Source: an optimization exercise on an open RTL-to-GDS flow (aim: small area, a short achievable clock period and few clock cycles per item). Production flows keep margins and buffers that such runs may drop. Only simulation tests tie the RTL to the original design; equivalence was not proved. Power and IR drop assume default switching activity.

## deque_search
module deque_search (
  input  logic        clk,
  input  logic        rst_n,
  input  logic        start,
  output logic        busy,
  input  logic [2:0]  in_cmd,
  input  logic [31:0] in_value,
  output logic        out_valid,
  output logic [1:0]  out_status,
  output logic [31:0] out_found_value,
  output logic [6:0]  out_count
);
clock: 5.0 ns
lec_check: 0
cap_margin: 20
core_margin: 2
core_utilization: 55
cts_cluster_diameter: 100
cts_cluster_size: 24
setup_slack_margin: 2.6
slew_margin: 20
run.sh (not shown) runs the stock make flow with config.mk's settings and CLKGATE_MAP_FILE= SYNTH_SCRIPT=/design/flow/synth_recipe.tcl, a recipe that flattens the netlist after the stock synthesis.
The first run completed with no timing, DRC or antenna violations.
Testbench counts at the start, summed over its fixed seeds: cycles 12,024, commands 12,000.
Next try:
--- a/flow/config.mk
+++ b/flow/config.mk
@@ -11,3 +11,3 @@
-export CTS_CLUSTER_DIAMETER = 100
-export CTS_CLUSTER_SIZE = 24
-export SETUP_SLACK_MARGIN = 2.6
+export CTS_CLUSTER_DIAMETER = 80
+export CTS_CLUSTER_SIZE = 20
+export SETUP_SLACK_MARGIN = 2.75
The new run finished with timing, DRC and antenna clean.
Synthesized cell count is unchanged.
Core utilization grows by 1.3 points.
Setup slack gains 0.12 ns.
First-iteration DRC count grows by 15%.
Sequential share of layout area shrinks by 1.3 points.
Power grows by 6.0%.
Cell area grows by 2.1%.
Register-to-register slack gains 0.12 ns.
Die area does not change.
Clock power grows by about 20%.
Clock skew hardly moves.
Next try:
--- a/flow/config.mk
+++ b/flow/config.mk
@@ -11,3 +11,3 @@
-export CTS_CLUSTER_DIAMETER = 80
-export CTS_CLUSTER_SIZE = 20
-export SETUP_SLACK_MARGIN = 2.75
+export CTS_CLUSTER_DIAMETER = 100
+export CTS_CLUSTER_SIZE = 24
+export SETUP_SLACK_MARGIN = 3.05
The changed run ran to the end with no violations.
Total power fell by a few percent.
Core utilization climbs by 3.5 points.
Final cell count went up by a few percent.
Clock power came out lower by about a fifth.
Global-route usage climbs by 5.6 points.
Routed wire length rises by about a fifth.
Via count increases by a little under a tenth.
Combinational power went up by a quarter to a third.
Cell area increases by a few percent.
Setup slack gains 0.0060 ns.
Clock-buffer cell count went down by 27.
Next try:
--- a/flow/config.mk
+++ b/flow/config.mk
@@ -13 +13 @@
-export SETUP_SLACK_MARGIN = 3.05
+export SETUP_SLACK_MARGIN = 2.75
@@ -14,0 +15 @@
+export TNS_END_PERCENT = 10
The new run went through all stages and came out clean.
Final area is lower by 6.2%.
First-iteration DRC count is lower by 34%.
Worst setup slack gets worse by 0.088 ns.
Power is lower by 2.5%.
Maximum frequency is lower by 3.8%.
Critical path depth is lower by 2.
Area after synthesis stays the same.
Routed wire length is lower by 15%.
Hold slack gets better by 0.0082 ns.

* * *

deque_search, a different RTL version from the one above (not shown whole).
For scale: about 5900 cells after synthesis, about 0.094 mm^2 of cells after synthesis.
==> flow/config.mk <==
export PLATFORM = sky130hd
export DESIGN_NAME = deque_search
export DESIGN_NICKNAME = deque_search
export VERILOG_FILES = /design/flow/design.v
export SDC_FILE = /design/flow/constraint.sdc
export NUM_CORES = 4
export LEC_CHECK = 0
export CAP_MARGIN = 20
export CORE_MARGIN = 2
export CORE_UTILIZATION = 55
export CTS_CLUSTER_DIAMETER = 100
export CTS_CLUSTER_SIZE = 24
export SETUP_SLACK_MARGIN = 2.3
export SLEW_MARGIN = 20
==> flow/constraint.sdc <==
create_clock -name core_clock -period 5.0 [get_ports {clk}]
set_input_delay 1.0000 -clock core_clock [delete_from_list [all_inputs] [get_ports {clk}]]
set_output_delay 1.0000 -clock core_clock [all_outputs]
set_load 0.01 [all_outputs]
The starting point passed the timing, DRC and antenna checks.
Testbench counts at the start, summed over its fixed seeds: cycles 12,024, commands 12,000.
Change:
- SETUP_SLACK_MARGIN: 2.3 -> 2.75
What happened: Wire length rises by 11%. Clock power is about the same. Critical path depth stays the same.
Change:
- SETUP_SLACK_MARGIN: 2.75 -> 2.6
Wire length shrinks by a little under a tenth.
Area after synthesis stays the same.
Final cell count goes down slightly.
Clock power barely changes.
Total power fell slightly.
Die area does not change.
Setup slack gets worse by 0.15 ns.

* * *

## 06-09
deque_search, a different RTL version from the one above (not shown whole).
For scale: ~5,900 cells after synthesis, ~2,300 flip-flops, about 81 I/O pins.
==> flow/design.v (excerpt) <==
module deque_search (
  input  logic        clk,
  input  logic        rst_n,
  input  logic        start,
  output logic        busy,
  input  logic [2:0]  in_cmd,
  input  logic [31:0] in_value,
  output logic        out_valid,
  output logic [1:0]  out_status,
  output logic [31:0] out_found_value,
  output logic [6:0]  out_count
);
==> flow/config.mk <==
export PLATFORM = sky130hd
export DESIGN_NAME = deque_search
export DESIGN_NICKNAME = deque_search
export VERILOG_FILES = /design/flow/design.v
export SDC_FILE = /design/flow/constraint.sdc
export NUM_CORES = 4
export LEC_CHECK = 0
export CAP_MARGIN = 20
export CORE_MARGIN = 2
export CORE_UTILIZATION = 55
export CTS_CLUSTER_DIAMETER = 100
export CTS_CLUSTER_SIZE = 24
export SETUP_SLACK_MARGIN = 3.0
export SLEW_MARGIN = 20
==> flow/constraint.sdc <==
create_clock -name core_clock -period 5.0 [get_ports {clk}]
set_input_delay 1.0000 -clock core_clock [delete_from_list [all_inputs] [get_ports {clk}]]
set_output_delay 1.0000 -clock core_clock [all_outputs]
set_load 0.01 [all_outputs]
06-09 ended with every stage complete and zero timing, DRC or antenna violations.
Testbench counts of 06-09, summed over its fixed seeds: cycles 12,024, commands 12,000.
> inputs changed (06-09 -> 09-12)
Settings: swapping 3.0 for 2.6 in SETUP_SLACK_MARGIN.
## What came out
- Cell area after layout shrinks by more than 10% when moving from 06-09 to 09-12.
- Delta (09-12 minus 06-09): initial antenna violation count lost 22, maximum frequency from static timing analysis lower, global routing usage on met2 went down 12 points, switching part of the total down 1.3 points.
- Row combinational power: 09-12 lower / 06-09 higher
- 06-09 has higher global-route usage than 09-12.
- Re proportion of cell area occupied by multi-input gates: 09-12 and 06-09 aren't equal, and the higher value belongs to 09-12.
- In the flow results for 09-12 and 06-09, the total power after layout is larger on 06-09.
- Compared with 06-09, in 09-12 number of multi-input combinational cells in the layout shows a reduction of 29; end-of-flow core utilization went down 9.1 points.

* * *

The RTL this note starts from:
==> flow/design.v <==
`timescale 1ns / 1ps
package dqvs_pkg;
  localparam int DEPTH_DEF = 64;
  localparam int COUNT_W   = 7;
  localparam logic [2:0] CMD_PUSH_BACK  = 3'd0;
  localparam logic [2:0] CMD_PUSH_FRONT = 3'd1;
  localparam logic [2:0] CMD_POP_FRONT  = 3'd2;
  localparam logic [2:0] CMD_POP_BACK   = 3'd3;
  localparam logic [2:0] CMD_SEARCH     = 3'd4;
  localparam logic [1:0] ST_OK       = 2'd0;
  localparam logic [1:0] ST_EMPTY    = 2'd1;
  localparam logic [1:0] ST_FULL     = 2'd2;
  localparam logic [1:0] ST_NOTFOUND = 2'd3;
  typedef enum logic {
    S_IDLE,
    S_SEARCH
  } state_t;
  typedef struct packed {
    logic [2:0]         cmd;
    logic signed [31:0] value;
  } in_t;
  typedef struct packed {
    logic [1:0]           status;
    logic signed [31:0]   found_value;
    logic [COUNT_W-1:0]   count;
  } out_t;
endpackage
`timescale 1ns / 1ps
module dqvs_mem #(
  parameter int DEPTH = dqvs_pkg::DEPTH_DEF
) (
  input  logic             clk,
  input  logic [DEPTH-1:0] we,
  input  logic [31:0]      value,
  output logic [DEPTH-1:0] eq
);
  logic [31:0] mem_r [DEPTH];
  for (genvar i = 0; i < DEPTH; i++) begin : g_ent
    always_ff @(posedge clk) begin
      if (we[i]) begin
        mem_r[i] <= value;
      end
    end
    assign eq[i] = (mem_r[i] == value);
  end
endmodule
`timescale 1ns / 1ps
module dqvs_ctrl #(
  parameter int DEPTH = dqvs_pkg::DEPTH_DEF
) (
  input  logic             clk,
  input  logic             rst_n,
  input  logic             start,
  output logic             busy,
  input  dqvs_pkg::in_t    in_data,
  output logic             out_valid,
  output dqvs_pkg::out_t   out_data,
  output logic [DEPTH-1:0] we,
  output logic [31:0]      value,
  input  logic [DEPTH-1:0] eq
);
  localparam int PTR_W = $clog2(DEPTH);
  localparam int CNT_W = $clog2(DEPTH + 1);
  localparam logic [CNT_W-1:0] FULL_CNT = CNT_W'(DEPTH);
  logic              v0_r;
  logic [2:0]        cmd0_r;
  logic [31:0]       val0_r;
  logic [PTR_W-1:0]  front_r;    
  logic [PTR_W-1:0]  back_r;     
  logic [CNT_W-1:0]  cnt_r;
  logic              full_r, empty_r;
  logic [DEPTH-1:0]  held_r;
  logic              v1_r, srch1_r;
  logic [1:0]        st1_r;
  logic [CNT_W-1:0]  cnt1_r;
  logic [31:0]       key1_r;
  logic [DEPTH-1:0]  match1_r;
  logic              out_valid_r;
  dqvs_pkg::out_t    out_r;
  logic [DEPTH-1:0]  dec_front, dec_back;
  logic [DEPTH-1:0]  set_held, clr_held;
  logic              push_b, push_f, pop_f, pop_b, push, pop, srch;
  logic [1:0]        st;
  logic [CNT_W-1:0]  cnt_nxt;
  logic              found;
  always_ff @(posedge clk) begin
    if (!rst_n) begin
      v0_r <= 1'b0;
    end else begin
      v0_r <= start;
    end
  end
  always_ff @(posedge clk) begin
    cmd0_r <= in_data.cmd;
    val0_r <= in_data.value;
  end
  assign push_b = v0_r && (cmd0_r == dqvs_pkg::CMD_PUSH_BACK)  && !full_r;
  assign push_f = v0_r && (cmd0_r == dqvs_pkg::CMD_PUSH_FRONT) && !full_r;
  assign pop_f  = v0_r && (cmd0_r == dqvs_pkg::CMD_POP_FRONT)  && !empty_r;
  assign pop_b  = v0_r && (cmd0_r == dqvs_pkg::CMD_POP_BACK)   && !empty_r;
  assign push   = push_b || push_f;
  assign pop    = pop_f || pop_b;
  assign srch   = (cmd0_r == dqvs_pkg::CMD_SEARCH);
  always_comb begin
    st = dqvs_pkg::ST_OK;
    case (cmd0_r)
      dqvs_pkg::CMD_PUSH_BACK,
      dqvs_pkg::CMD_PUSH_FRONT: if (full_r)  st = dqvs_pkg::ST_FULL;
      dqvs_pkg::CMD_POP_FRONT,
      dqvs_pkg::CMD_POP_BACK:   if (empty_r) st = dqvs_pkg::ST_EMPTY;
      default: ;
    endcase
  end
  always_comb begin
    dec_front = '0;
    dec_back  = '0;
    dec_front[front_r] = 1'b1;
    dec_back[back_r]   = 1'b1;
  end
  for (genvar i = 0; i < DEPTH; i++) begin : g_ent
    localparam int NX = (i + 1) % DEPTH;
    assign we[i]       = (push_b && dec_back[i]) || (push_f && dec_front[NX]);
    assign clr_held[i] = (pop_f && dec_front[i]) || (pop_b && dec_back[NX]);
  end
  assign set_held = we;
  always_comb begin
    cnt_nxt = cnt_r;
    if (push) cnt_nxt = cnt_r + CNT_W'(1);
    else if (pop) cnt_nxt = cnt_r - CNT_W'(1);
  end
  always_ff @(posedge clk) begin
    if (!rst_n) begin
      front_r <= '0;
      back_r  <= '0;
      cnt_r   <= '0;
      full_r  <= 1'b0;
      empty_r <= 1'b1;
      held_r  <= '0;
    end else begin
      if (push_b) back_r <= back_r + PTR_W'(1);
      if (pop_b)  back_r <= back_r - PTR_W'(1);
      if (push_f) front_r <= front_r - PTR_W'(1);
      if (pop_f)  front_r <= front_r + PTR_W'(1);
      cnt_r   <= cnt_nxt;
      full_r  <= (cnt_nxt == FULL_CNT);
      empty_r <= (cnt_nxt == '0);
      held_r  <= (held_r | set_held) & ~clr_held;
    end
  end
  always_ff @(posedge clk) begin
    if (!rst_n) begin
      v1_r <= 1'b0;
    end else begin
      v1_r <= v0_r;
    end
  end
  always_ff @(posedge clk) begin
    srch1_r  <= srch;
    st1_r    <= st;
    cnt1_r   <= cnt_nxt;
    key1_r   <= val0_r;
    match1_r <= eq & held_r;
  end
  assign found = |match1_r;
  always_ff @(posedge clk) begin
    if (!rst_n) begin
      out_valid_r <= 1'b0;
    end else begin
      out_valid_r <= v1_r;
    end
  end
  always_ff @(posedge clk) begin
    out_r.count <= cnt1_r;
    if (srch1_r) begin
      out_r.status      <= found ? dqvs_pkg::ST_OK : dqvs_pkg::ST_NOTFOUND;
      out_r.found_value <= found ? key1_r : '0;
    end else begin
      out_r.status      <= st1_r;
      out_r.found_value <= '0;
    end
  end
  assign value     = val0_r;
  assign busy      = 1'b0;
  assign out_valid = out_valid_r;
  assign out_data  = out_r;
endmodule
`timescale 1ns / 1ps
module deque_with_value_search #(
  parameter int DEPTH = dqvs_pkg::DEPTH_DEF
) (
  input  logic           clk,
  input  logic           rst_n,
  input  logic           start,
  output logic           busy,
  input  dqvs_pkg::in_t  in_data,
  output logic           out_valid,
  output dqvs_pkg::out_t out_data
);
  localparam int PTR_W = $clog2(DEPTH);
  logic [DEPTH-1:0] we, eq;
  logic [31:0]      value;
  dqvs_ctrl #(
    .DEPTH(DEPTH)
  ) u_ctrl (
    .clk       (clk),
    .rst_n     (rst_n),
    .start     (start),
    .busy      (busy),
    .in_data   (in_data),
    .out_valid (out_valid),
    .out_data  (out_data),
    .we        (we),
    .value     (value),
    .eq        (eq)
  );
  dqvs_mem #(
    .DEPTH(DEPTH)
  ) u_mem (
    .clk   (clk),
    .we    (we),
    .value (value),
    .eq    (eq)
  );
endmodule
`timescale 1ns / 1ps
module deque_search (
  input  logic        clk,
  input  logic        rst_n,
  input  logic        start,
  output logic        busy,
  input  logic [2:0]  in_cmd,
  input  logic [31:0] in_value,
  output logic        out_valid,
  output logic [1:0]  out_status,
  output logic [31:0] out_found_value,
  output logic [6:0]  out_count
);
  dqvs_pkg::in_t  in_data;
  dqvs_pkg::out_t out_data;
  assign in_data.cmd   = in_cmd;
  assign in_data.value = in_value;
  deque_with_value_search #(
    .DEPTH(dqvs_pkg::DEPTH_DEF)
  ) u_deque (
    .clk       (clk),
    .rst_n     (rst_n),
    .start     (start),
    .busy      (busy),
    .in_data   (in_data),
    .out_valid (out_valid),
    .out_data  (out_data)
  );
  assign out_status      = out_data.status;
  assign out_found_value = out_data.found_value;
  assign out_count       = out_data.count;
endmodule
==> flow/config.mk <==
export PLATFORM = sky130hd
export DESIGN_NAME = deque_search
export DESIGN_NICKNAME = deque_search
export VERILOG_FILES = /design/flow/design.v
export SDC_FILE = /design/flow/constraint.sdc
export NUM_CORES = 4
export LEC_CHECK = 0
export CAP_MARGIN = 20
export CORE_MARGIN = 2
export CORE_UTILIZATION = 40
export SETUP_SLACK_MARGIN = 2.6
export SLEW_MARGIN = 20
==> flow/constraint.sdc <==
create_clock -name core_clock -period 5.0 [get_ports {clk}]
set_input_delay 1.0000 -clock core_clock [delete_from_list [all_inputs] [get_ports {clk}]]
set_output_delay 1.0000 -clock core_clock [all_outputs]
set_load 0.01 [all_outputs]
Testbench counts at the start, summed over its fixed seeds: cycles 12,024, commands 12,000.
Edit:
--- a/flow/config.mk
+++ b/flow/config.mk
@@ -10,3 +10,2 @@
 export CORE_UTILIZATION = 40
-export SETUP_SLACK_MARGIN = 2.6
 export SLEW_MARGIN = 20
Effect: Final area is lower by roughly a tenth; die area is unchanged; fmax is lower by a quarter to a third; clock power is lower by a few percent; routed wire length is lower by about a fifth.

* * *

JK:
RTL: one of the versions met above, not the one the previous note started from.
Size in the first run: roughly 5,900 cells after synthesis, ~81 I/O pins.
Design deque_search, start of the top module:
module deque_search (
  input  logic        clk,
  input  logic        rst_n,
  input  logic        start,
  output logic        busy,
  input  logic [2:0]  in_cmd,
  input  logic [31:0] in_value,
  output logic        out_valid,
  output logic [1:0]  out_status,
  output logic [31:0] out_found_value,
  output logic [6:0]  out_count
);
  dqvs_pkg::in_t  in_data;
  dqvs_pkg::out_t out_data;
  assign in_data.cmd   = in_cmd;
  assign in_data.value = in_value;
  deque_with_value_search #(
    .DEPTH(dqvs_pkg::DEPTH_DEF)
  ) u_deque (
    .clk       (clk),
    .rst_n     (rst_n),
    .start     (start),
    .busy      (busy),
    .in_data   (in_data),
    .out_valid (out_valid),
    .out_data  (out_data)
  );
  assign out_status      = out_data.status;
  assign out_found_value = out_data.found_value;
  assign out_count       = out_data.count;
endmodule
export LEC_CHECK = 0
export CAP_MARGIN = 20
export CORE_MARGIN = 2
export CORE_UTILIZATION = 55
export CTS_CLUSTER_DIAMETER = 100
export CTS_CLUSTER_SIZE = 24
export PLACE_DENSITY = 0.7
export SETUP_SLACK_MARGIN = 2.6
export SLEW_MARGIN = 20
create_clock -name core_clock -period 5.0 [get_ports {clk}]
Testbench counts of JK, summed over its fixed seeds: cycles 12,024, commands 12,000.
Inputs modified between JK and MS:
- a deleted PLACE_DENSITY that had been 0.7
- a change of SETUP_SLACK_MARGIN from 2.6 to 2.75
==> summary.txt <==
MS against JK: area of the multi-input gates shows an increase of 0.61%; fraction of the core area covered by cells at the end of the flow shows an increase of 0.77 points. Summary of MS over JK: final period demand of the worst path saw a decrease, layout overhead on the synthesized area increased 1.4 points, data required time of the worst path decreased 0.04 ns, maximum single-stage delay on the critical path down 0.11 ns. Relative to JK, upper clock frequency limit increased by about 5.5% in MS. Area taken by flip-flops and latches across MS and JK: no real change. Global routing usage summed across all routing layers in MS is 1.4 points higher than in JK. MS leaves more setup margin than JK. Comparing MS and JK, total wire length is lower on JK.
Input-level comparison between AL and MS:
- SETUP_SLACK_MARGIN now 2.9, was 2.75
### Flow results
- Post-DP HPWL of MS is on par with AL.
- Critical setup path kind: flip-flop to flip-flop -> MS, flip-flop to primary output -> AL
- Looking at critical path's slowest cell, the sky130_fd_sc_hd__dfxtp_2 result is from AL; the sky130_fd_sc_hd__nor4_2 one comes from MS.
- MS → AL: total power density per cell area decreased by 1.2% relative to the old numbers; routed length per instance increased by 5.9% relative to the old numbers; core occupancy in the finished layout increased by 1.3 points relative to the old numbers; number of buffers added on ports closely matched the old numbers; peak supply drop increased by about 0.5% relative to the old numbers.
- [AL] slack of the worst reg-to-reg path rose 0.08 ns relative to MS
- Compared to MS, AL shows a wider setup margin.

static timing again, ports no longer ideal:
How much do the figures lean on ideal ports? The routed layouts below were timed once more, with nothing changed but the port constraints. Step 1 sets driving cells, clkbuf_16 on the clock port and buf_2 on the other inputs (assumed; they add their load-dependent delay and slew). Step 2 adds t to the input delays and takes it off the output delays; t is the mean of the earliest and latest rising clock arrival at the registers after step 1. Input paths then give back, and output paths get back, about the clock's delay inside the block. Slacks: ideal / step 1 / step 2; pairs: ideal / step 1.
run | t (ns) | setup slack, ns | latest minus earliest clock arrival (ns) | worst slew at a driven data input, ns | cell pins on the clock port's net
the first run of note 1 | 0.854 | 2.611 / 2.577 / 2.142 | 0.043 / 0.044 | 0.07 | 1
the second run of note 1 | 0.893 | 2.735 / 2.661 / 2.286 | 0.043 / 0.042 | 0.07 | 1
the third run of note 1 | 0.877 | 2.741 / 2.669 / 2.330 | 0.031 / 0.030 | 0.07 | 1
the fourth run of note 1 | 0.860 | 2.652 / 2.603 / 2.129 | 0.041 / 0.040 | 0.07 | 1
the first run of note 2 | 0.849 | 2.201 / 2.201 / 2.201 | 0.039 / 0.039 | 0.06 | 1
the second run of note 2 | 0.855 | 2.704 / 2.704 / 2.704 | 0.028 / 0.027 | 0.09 | 1
the third run of note 2 | 0.847 | 2.557 / 2.557 / 2.557 | 0.037 / 0.037 | 0.06 | 1
06-09 | 0.881 | 2.630 / 2.630 / 2.630 | 0.051 / 0.051 | 0.06 | 1
09-12 | 0.877 | 2.520 / 2.520 / 2.325 | 0.041 / 0.041 | 0.04 | 1
the first run of note 4 | 0.984 | 2.083 / 2.083 / 1.665 | 0.061 / 0.061 | 0.05 | 1
the second run of note 4 | 0.971 | 0.981 / 0.981 / 0.981 | 0.087 / 0.086 | 0.04 | 1
JK | 0.860 | 2.628 / 2.565 / 2.248 | 0.040 / 0.040 | 0.05 | 1
MS | 0.857 | 2.751 / 2.685 / 2.284 | 0.041 / 0.041 | 0.07 | 1
AL | 0.861 | 2.778 / 2.690 / 2.365 | 0.030 / 0.029 | 0.11 | 1
After both steps setup and hold are still met in every run listed. For the fourth run of note 1, which loses most, drivers alone change the setup slack by -0.049 ns; drivers and shift together by -0.523 ns.
